Background: an optimization exercise with open tools, aiming at small area and a short achievable clock period. Do not read the settings as production practice.
The RTL was checked by simulation tests, not by an equivalence proof against the original design.
Power and IR drop assume default switching activity.

==> willow: inputs <==
==> flow/design.v <==
package trace_pkg;
    localparam int          STAMP_W   = 16;
    localparam logic [31:0] NO_FINISH = 32'hffff_ffff;
    typedef struct packed {
        logic [STAMP_W-1:0] cycle;
        logic [31:0]        addr;
        logic [31:0]        data;
    } trace_entry_t;
endpackage
module trace_fifo #(
    parameter int DEPTH = 16,
    parameter int EW    = 80
) (
    input  logic          clk,
    input  logic          reset,
    input  logic          push,
    input  logic          ready,       
    input  logic [EW-1:0] push_entry,
    output logic          valid,       
    output logic          full,
    output logic          last,        
    output logic [EW-1:0] head         
);
    localparam int BD = DEPTH - 1;
    logic [EW-1:0] r_mem [0:BD-1];      
    logic [BD-1:0] r_rsel;              
    logic          r_bempty;
    logic          r_hv;
    logic [EW-1:0] r_head;
    logic          w_pop, w_bpush, w_bpop, w_binc, w_bdec, w_selb, w_selin;
    logic [EW-1:0] w_bout;
    assign valid = r_hv;
    assign full  = r_hv & r_rsel[BD-1];
    assign last  = r_hv & r_bempty;
    assign head  = r_head;
    assign w_pop   = r_hv & ready;
    assign w_selb  = r_hv & ~r_bempty;           
    assign w_selin = push & ~w_selb;             
    assign w_bpush = push & r_hv & ~(ready & r_bempty);
    assign w_bpop  = w_pop & ~r_bempty;
    assign w_binc  = w_bpush & ~w_bpop;
    assign w_bdec  = w_bpop & ~w_bpush;
    always_comb begin
        w_bout = '0;
        for (int i = 0; i < BD; i++)
            w_bout = w_bout | ({EW{r_rsel[i]}} & r_mem[i]);
    end
    always_ff @(posedge clk or negedge reset) begin
        if (!reset) begin
            r_rsel   <= BD'(1);
            r_bempty <= 1'b1;
            r_hv     <= 1'b0;
            r_head   <= '0;
        end else begin
            if (w_binc & ~r_bempty)   r_rsel <= {r_rsel[BD-2:0], 1'b0};
            if (w_bdec & ~r_rsel[0])  r_rsel <= {1'b0, r_rsel[BD-1:1]};
            if (w_binc)                   r_bempty <= 1'b0;
            else if (w_bdec & r_rsel[0])  r_bempty <= 1'b1;
            r_hv     <= r_hv ? (~ready | ~r_bempty | push) : push;
            if (~r_hv | ready)
                r_head <= ({EW{w_selb}} & w_bout) | ({EW{w_selin}} & push_entry);
        end
    end
    always_ff @(posedge clk) begin
        if (w_bpush) begin
            r_mem[0] <= push_entry;
            for (int i = 1; i < BD; i++) r_mem[i] <= r_mem[i-1];
        end
    end
endmodule
module store_trace_monitor #(
    parameter int DEPTH   = 16,
    parameter int CYCLE_W = 16,
    parameter int CNT_W   = 16
) (
    input  logic               clk,
    input  logic               reset,
    input  logic [31:0]        pc,
    input  logic [31:0]        pc_finished,
    input  logic               memwrite,
    input  logic [31:0]        aluout,
    input  logic [31:0]        writedata,
    output logic               halt,
    output logic               trace_valid,
    input  logic               trace_ready,
    output logic [CYCLE_W-1:0] trace_cycle,
    output logic [31:0]        trace_addr,
    output logic [31:0]        trace_data,
    output logic               done,
    output logic               overflow,
    output logic [CNT_W-1:0]   store_count,
    output logic [CNT_W-1:0]   drop_count
);
    localparam int EW = CYCLE_W + 64;
    logic               r_halted, r_done;
    logic [CYCLE_W-1:0] r_stamp;       
    logic [CNT_W-1:0]   r_store_cnt;
    logic [CNT_W-1:0]   r_drop_cnt;
    logic               r_ovf;
    logic               w_hit, w_capture, w_pop, w_push, w_drop;
    logic               w_valid, w_full, w_last;
    logic [EW-1:0]      w_head;
    assign w_hit     = (pc == pc_finished);
    assign halt      = w_hit | r_halted;
    assign w_capture = memwrite & ~halt;
    assign w_pop     = w_valid & trace_ready;
    assign w_push    = w_capture & (~w_full | trace_ready);
    assign w_drop    = w_capture & w_full & ~trace_ready;
    trace_fifo #(.DEPTH(DEPTH), .EW(EW)) u_fifo (
        .clk        (clk),
        .reset      (reset),
        .push       (w_push),
        .ready      (trace_ready),
        .push_entry ({r_stamp, aluout, writedata}),
        .valid      (w_valid),
        .full       (w_full),
        .last       (w_last),
        .head       (w_head)
    );
    always_ff @(posedge clk or negedge reset) begin
        if (!reset) begin
            r_halted    <= 1'b0;
            r_done      <= 1'b0;
            r_stamp     <= CYCLE_W'(1);
            r_store_cnt <= '0;
            r_drop_cnt  <= '0;
            r_ovf       <= 1'b0;
        end else begin
            if (w_hit) r_halted <= 1'b1;
            if (r_halted & (~w_valid | (w_pop & w_last))) r_done <= 1'b1;
            if (~r_halted) r_stamp <= r_stamp + CYCLE_W'(1);
            if (w_push && (r_store_cnt != '1)) r_store_cnt <= r_store_cnt + CNT_W'(1);
            if (w_drop) begin
                r_ovf <= 1'b1;
                if (r_drop_cnt != '1) r_drop_cnt <= r_drop_cnt + CNT_W'(1);
            end
        end
    end
    assign trace_valid = w_valid;
    assign {trace_cycle, trace_addr, trace_data} = w_head;
    assign done        = r_done;
    assign overflow    = r_ovf;
    assign store_count = r_store_cnt;
    assign drop_count  = r_drop_cnt;
endmodule
==> flow/flow/run.sh <==
#!/bin/bash
# The standard layout with two changes:
#  - buffer_ports makes the port buffers from the smallest plain buffer
#    (timing repair upsizes those on critical paths);
#  - after the standard synthesis, fast_halt.py gives the halt port its own
#    shallow comparator (see there); the layout then runs from that netlist.
set -euo pipefail
R=orfs/results/sky130hd/store_trace_monitor/base
KNOBS=(BUFFER_PORTS_ARGS="-buffer_cell sky130_fd_sc_hd__buf_1")
bash standard.sh "${KNOBS[@]}" synth > standard_synth.log 2>&1
python3 flow/fast_halt.py $R/1_2_yosys.v > fast_halt.log 2>&1
rm -f $R/1_synth.odb $R/1_synth.sdc
bash standard.sh "${KNOBS[@]}" finish > standard_flow.log 2>&1
==> flow/flow/fast_halt.py <==
"""Give the halt port a dedicated, shallow comparator in the synthesized netlist.

halt = (pc == pc_finished) | r_halted. Synthesis maps the compare onto 4-input
NOR/AND gates whose rising edges are slow; this adds a separate balanced tree
of 2-input gates (the per-bit XORs, then NOR/NAND levels) ending in an O21AI
that drives the halt port, and removes the old gate that drove it. The old compare logic still
feeds the rest of the design, so no register or other output changes.
usage: python3 fast_halt.py NETLIST.v
"""
import re
import sys

path = sys.argv[1]
text = open(path).read()

# The instance driving the port net "halt" (the only place the net is used).
uses = [m.start() for m in re.finditer(r"\(halt\)", text)]
if len(uses) != 1:
    sys.exit(f"expected one use of net halt, found {len(uses)}")
start = text.rfind(";", 0, uses[0]) + 1
end = text.find(");", uses[0]) + 2
inst = text[start:end]
print("removing:", " ".join(inst.split()))
text = text[:start] + text[end:]

P = "sky130_fd_sc_hd__"
cells, wires = [], []


def wire(name):
    wires.append(f"  wire {name};")
    return name


# Reuse the synthesized per-bit XOR of pc[i] and pc_finished[i] where there is
# one (its output then also feeds the new tree); otherwise add one.
xors = {}
for m in re.finditer(r"sky130_fd_sc_hd__xor2_\d+\s+\S+\s*\((.*?)\);", text, re.S):
    pins = dict(re.findall(r"\.(\w+)\(([^)]*)\)", m.group(1)))
    ins = {pins.get("A"), pins.get("B")}
    for i in range(32):
        if ins == {f"pc[{i}]", f"pc_finished[{i}]"} and "X" in pins:
            xors.setdefault(i, pins["X"].strip())
lvl = []
for i in range(32):
    if i in xors:
        lvl.append(xors[i])
        continue
    y = wire(f"fh_x{i}")
    cells.append(f"  {P}xor2_1 fh_xor{i} (.A(pc[{i}]), .B(pc_finished[{i}]), .X({y}));")
    lvl.append(y)
print(f"reused {len(xors)} XOR gates")
kinds = ["nor2", "nand2", "nor2", "nand2"]
for n, kind in enumerate(kinds):
    nxt = []
    for j in range(0, len(lvl), 2):
        y = wire(f"fh_l{n}_{j // 2}")
        cells.append(f"  {P}{kind}_1 fh_{kind}_{n}_{j // 2} (.A({lvl[j]}), .B({lvl[j + 1]}), .Y({y}));")
        nxt.append(y)
    lvl = nxt
assert len(lvl) == 2
rhn = wire("fh_rhn")
cells.append(f"  {P}inv_1 fh_inv (.A(r_halted), .Y({rhn}));")
cells.append(f"  {P}o21ai_1 fh_out (.A1({lvl[0]}), .A2({lvl[1]}), .B1({rhn}), .Y(halt));")

k = text.rindex("endmodule")
text = text[:k] + "\n".join(wires + cells) + "\n" + text[k:]
open(path, "w").write(text)
print(f"added {len(cells)} cells")
==> flow/standard.sh <==
#!/bin/bash
# synth_recipe.tcl (not shown) runs the flow's synth.tcl, then flattens the netlist and writes it again
# the make line also repeats each setting of config.mk as NAME=value (left out here)
make -C /OpenROAD-flow-scripts/flow DESIGN_CONFIG=/design/flow/config.mk WORK_HOME=/design/flow/orfs CLKGATE_MAP_FILE= SYNTH_SCRIPT=/design/flow/synth_recipe.tcl "${@:-finish}"
==> flow/config.mk <==
export PLATFORM = sky130hd
export DESIGN_NAME = store_trace_monitor
export DESIGN_NICKNAME = store_trace_monitor
export VERILOG_FILES = /design/flow/design.v
export SDC_FILE = /design/flow/constraint.sdc
export NUM_CORES = 4
export LEC_CHECK = 0
export CAP_MARGIN = 20
export CORE_MARGIN = 2
export CORE_UTILIZATION = 70
export CTS_BUF_LIST = sky130_fd_sc_hd__clkbuf_8
export CTS_CLUSTER_DIAMETER = 55
export CTS_CLUSTER_SIZE = 18
export SETUP_SLACK_MARGIN = 2.0
export SLEW_MARGIN = 20
export TNS_END_PERCENT = 5
==> flow/constraint.sdc <==
create_clock -name core_clock -period 4.5 [get_ports {clk}]
set_input_delay 0.9000 -clock core_clock [delete_from_list [all_inputs] [get_ports {clk}]]
set_output_delay 0.9000 -clock core_clock [all_outputs]
set_load 0.01 [all_outputs]
==> inputs of juniper, as changes to willow <==
==> flow/design.v, changed modules only <==
module trace_fifo #(
    parameter int DEPTH = 16,
    parameter int EW    = 80
) (
    input  logic          clk,
    input  logic          reset,
    input  logic          push,
    input  logic          ready,       
    input  logic [EW-1:0] push_entry,
    output logic          valid,       
    output logic          full,
    output logic          last,        
    output logic [EW-1:0] head         
);
    localparam int BD = DEPTH - 1;
    localparam int CW = $clog2(BD + 1);
    logic [EW-1:0] r_mem [0:BD-1];
    logic [BD-1:0] r_wsel, r_rsel;      
    logic [CW-1:0] r_bcnt;
    logic          r_bempty, r_bfull;
    logic          r_hv;
    logic [EW-1:0] r_head;
    logic          w_pop, w_bpush, w_bpop, w_selb, w_selin;
    logic [CW-1:0] w_bcnt_nxt;
    logic [EW-1:0] w_bout;
    assign valid = r_hv;
    assign full  = r_hv & r_bfull;
    assign last  = r_hv & r_bempty;
    assign head  = r_head;
    assign w_pop   = r_hv & ready;
    assign w_selb  = r_hv & ~r_bempty;           
    assign w_selin = push & ~w_selb;             
    assign w_bpush = push & r_hv & ~(ready & r_bempty);
    assign w_bpop  = w_pop & ~r_bempty;
    always_comb begin
        w_bout = '0;
        for (int i = 0; i < BD; i++)
            w_bout = w_bout | ({EW{r_rsel[i]}} & r_mem[i]);
    end
    always_comb begin
        w_bcnt_nxt = r_bcnt;
        if (w_bpush & ~w_bpop) w_bcnt_nxt = r_bcnt + CW'(1);
        else if (~w_bpush & w_bpop) w_bcnt_nxt = r_bcnt - CW'(1);
    end
    always_ff @(posedge clk or negedge reset) begin
        if (!reset) begin
            r_wsel   <= BD'(1);
            r_rsel   <= BD'(1);
            r_bcnt   <= '0;
            r_bempty <= 1'b1;
            r_bfull  <= 1'b0;
            r_hv     <= 1'b0;
            r_head   <= '0;
        end else begin
            if (w_bpush) r_wsel <= {r_wsel[BD-2:0], r_wsel[BD-1]};
            if (w_bpop)  r_rsel <= {r_rsel[BD-2:0], r_rsel[BD-1]};
            r_bcnt   <= w_bcnt_nxt;
            r_bempty <= (w_bcnt_nxt == '0);
            r_bfull  <= (w_bcnt_nxt == CW'(BD));
            r_hv     <= r_hv ? (~ready | ~r_bempty | push) : push;
            if (~r_hv | ready)
                r_head <= ({EW{w_selb}} & w_bout) | ({EW{w_selin}} & push_entry);
        end
    end
    always_ff @(posedge clk) begin
        for (int i = 0; i < BD; i++)
            if (r_wsel[i] & (~r_bfull | ready)) r_mem[i] <= push_entry;
    end
endmodule
==> flow/run.sh (new file) <==
#!/bin/bash
# synth_recipe.tcl (not shown) runs the flow's synth.tcl, then flattens the netlist and writes it again
# the make line also repeats each setting of config.mk as NAME=value (left out here)
make -C /OpenROAD-flow-scripts/flow DESIGN_CONFIG=/design/flow/config.mk WORK_HOME=/design/flow/orfs CLKGATE_MAP_FILE= SYNTH_SCRIPT=/design/flow/synth_recipe.tcl finish
--- a/flow/config.mk
+++ b/flow/config.mk
@@ -9,8 +9,3 @@
 export CORE_MARGIN = 2
-export CORE_UTILIZATION = 70
-export CTS_BUF_LIST = sky130_fd_sc_hd__clkbuf_8
-export CTS_CLUSTER_DIAMETER = 55
-export CTS_CLUSTER_SIZE = 18
-export SETUP_SLACK_MARGIN = 2.0
+export CORE_UTILIZATION = 40
 export SLEW_MARGIN = 20
-export TNS_END_PERCENT = 5
removed: flow/flow/run.sh
removed: flow/flow/fast_halt.py
removed: flow/standard.sh
==> inputs of zinc, as changes to willow <==
==> flow/design.v, changed modules only <==
module trace_fifo #(
    parameter int DEPTH = 16,
    parameter int EW    = 80
) (
    input  logic          clk,
    input  logic          reset,
    input  logic          push,
    input  logic          ready,       
    input  logic [EW-1:0] push_entry,
    output logic          valid,       
    output logic          full,
    output logic          last,        
    output logic [EW-1:0] head         
);
    localparam int BD = DEPTH - 1;
    localparam int CW = $clog2(BD + 1);
    logic [EW-1:0] r_mem [0:BD-1];
    logic [BD-1:0] r_wsel, r_rsel;      
    logic [CW-1:0] r_bcnt;
    logic          r_bempty, r_bfull;
    logic          r_hv;
    logic [EW-1:0] r_head;
    logic          w_pop, w_bpush, w_bpop, w_selb, w_selin;
    logic [CW-1:0] w_bcnt_nxt;
    logic          w_binc, w_bdec, w_bfull_nxt, w_bempty_nxt;
    logic [EW-1:0] w_bout;
    assign valid = r_hv;
    assign full  = r_hv & r_bfull;
    assign last  = r_hv & r_bempty;
    assign head  = r_head;
    assign w_pop   = r_hv & ready;
    assign w_selb  = r_hv & ~r_bempty;           
    assign w_selin = push & ~w_selb;             
    assign w_bpush = push & r_hv & ~(ready & r_bempty);
    assign w_bpop  = w_pop & ~r_bempty;
    always_comb begin
        w_bout = '0;
        for (int i = 0; i < BD; i++)
            w_bout = w_bout | ({EW{r_rsel[i]}} & r_mem[i]);
    end
    assign w_binc = w_bpush & ~w_bpop;
    assign w_bdec = w_bpop & ~w_bpush;
    assign w_bcnt_nxt = w_binc ? r_bcnt + CW'(1) : (w_bdec ? r_bcnt - CW'(1) : r_bcnt);
    assign w_bfull_nxt  = w_binc ? (r_bcnt == CW'(BD - 1)) : (~w_bdec & r_bfull);
    assign w_bempty_nxt = w_bdec ? (r_bcnt == CW'(1)) : (~w_binc & r_bempty);
    always_ff @(posedge clk or negedge reset) begin
        if (!reset) begin
            r_wsel   <= BD'(1);
            r_rsel   <= BD'(1);
            r_bcnt   <= '0;
            r_bempty <= 1'b1;
            r_bfull  <= 1'b0;
            r_hv     <= 1'b0;
            r_head   <= '0;
        end else begin
            if (w_bpush) r_wsel <= {r_wsel[BD-2:0], r_wsel[BD-1]};
            if (w_bpop)  r_rsel <= {r_rsel[BD-2:0], r_rsel[BD-1]};
            r_bcnt   <= w_bcnt_nxt;
            r_bempty <= w_bempty_nxt;
            r_bfull  <= w_bfull_nxt;
            r_hv     <= r_hv ? (~ready | ~r_bempty | push) : push;
            if (~r_hv | ready)
                r_head <= ({EW{w_selb}} & w_bout) | ({EW{w_selin}} & push_entry);
        end
    end
    always_ff @(posedge clk) begin
        for (int i = 0; i < BD; i++)
            if (r_wsel[i] & (~r_bfull | ready)) r_mem[i] <= push_entry;
    end
endmodule
--- a/flow/config.mk
+++ b/flow/config.mk
@@ -11,5 +11,5 @@
 export CTS_BUF_LIST = sky130_fd_sc_hd__clkbuf_8
-export CTS_CLUSTER_DIAMETER = 55
+export CTS_CLUSTER_DIAMETER = 70
 export CTS_CLUSTER_SIZE = 18
-export SETUP_SLACK_MARGIN = 2.0
+export SETUP_SLACK_MARGIN = 1.85
 export SLEW_MARGIN = 20
==> comparison table <==
| quantity | zinc | juniper | willow |
|---|---|---|---|
| Average detailed-routed wire length per instance | 32.4 um | 29.3 um | 30.1 um |
| Flop-to-flop setup slack | 1.78 ns | 1.76 ns | 1.80 ns |
| Total instance count after detailed placement | 4092 | 4679 | 3959 |
| Area taken by multi-input logic gates | 9560 sq um | 9340 sq um | 9270 sq um |
| Detailed placement HPWL | 70.8 mm | 73.0 mm | 65.6 mm |
| GPL Wtd Cong | 0.888 | 0.755 | 0.820 |
| Violation count after the first detailed-routing iteration | 4400 | 3080 | 4234 |
| Power consumed by combinational cells | 1.26 mW | 2.90 mW | 6.22 mW |
| Post-CTS Repair Setup Buffers | 4 | 0 | 7 |
| Core occupancy in the finished layout | 76.4% | 47.8% | 77.6% |
| Post-route design area | 54500 sq um | 59700 sq um | 54400 sq um |
| ClkCell Share | 2.76% | 7.51% | 3.70% |
| Crit-path max FO | 46 | 4 | 2 |
| Via count | 30740 | 29503 | 29828 |
| Cell with the largest stage delay on the worst path | buf_4 | clkdlybuf4s50_1 | nor2_1 |
| Arrival time of data at the critical path endpoint | 3.36 ns | 3.06 ns | 1.81 ns |
| Pre-CTS worst setup slack | 0.905 ns | 0.567 ns | 1.01 ns |
| Proportion of layout cells with a drive suffix above 1 | 8.49% | 10.7% | 8.30% |
| Area delta synth->final | 8.18% | 18.9% | 9.41% |
| Smallest setup slack after layout | 1.78 ns | 0.544 ns | 1.79 ns |
| Leakage power of the design | 18.4 nW | 19.8 nW | 18.7 nW |
| Inserted Diodes | 5 | 2 | 3 |
| Status | finished clean | finished clean | finished clean |
| Overall power consumption | 21.1 mW | 28.7 mW | 31.7 mW |
| Antenna violations before repair | 6 | 6 | 3 |

[port drivers added, routing unchanged]
No port has a modelled driver above. Below, the same layouts with a new extraction and two added sets of constraints. Step 1 sets driving cells, clkbuf_16 on the clock port and buf_2 on the other inputs (assumed; they add their load-dependent delay and slew). Step 2, shift: input delay + t, output delay - t, t = (earliest + latest rising clock arrival at the registers) / 2. This alone moves slack from input paths to output paths. Three values: ideal, step 1, step 2; two values: the first two.
run | t, ns | slack for setup (ns) | latest minus earliest clock arrival (ns) | worst slew at a driven data input, ns
willow | 0.798 | 1.789 / 1.752 / 1.229 | 0.056 / 0.056 | 0.09
juniper | 0.808 | 0.544 / 0.516 / 0.516 | 0.030 / 0.030 | 0.10
zinc | 0.791 | 1.775 / 1.751 / 1.124 | 0.050 / 0.050 | 0.11
After both steps setup and hold are still met in every run listed. For zinc, which loses most, drivers alone change the setup slack by -0.024 ns; drivers and shift together by -0.651 ns.
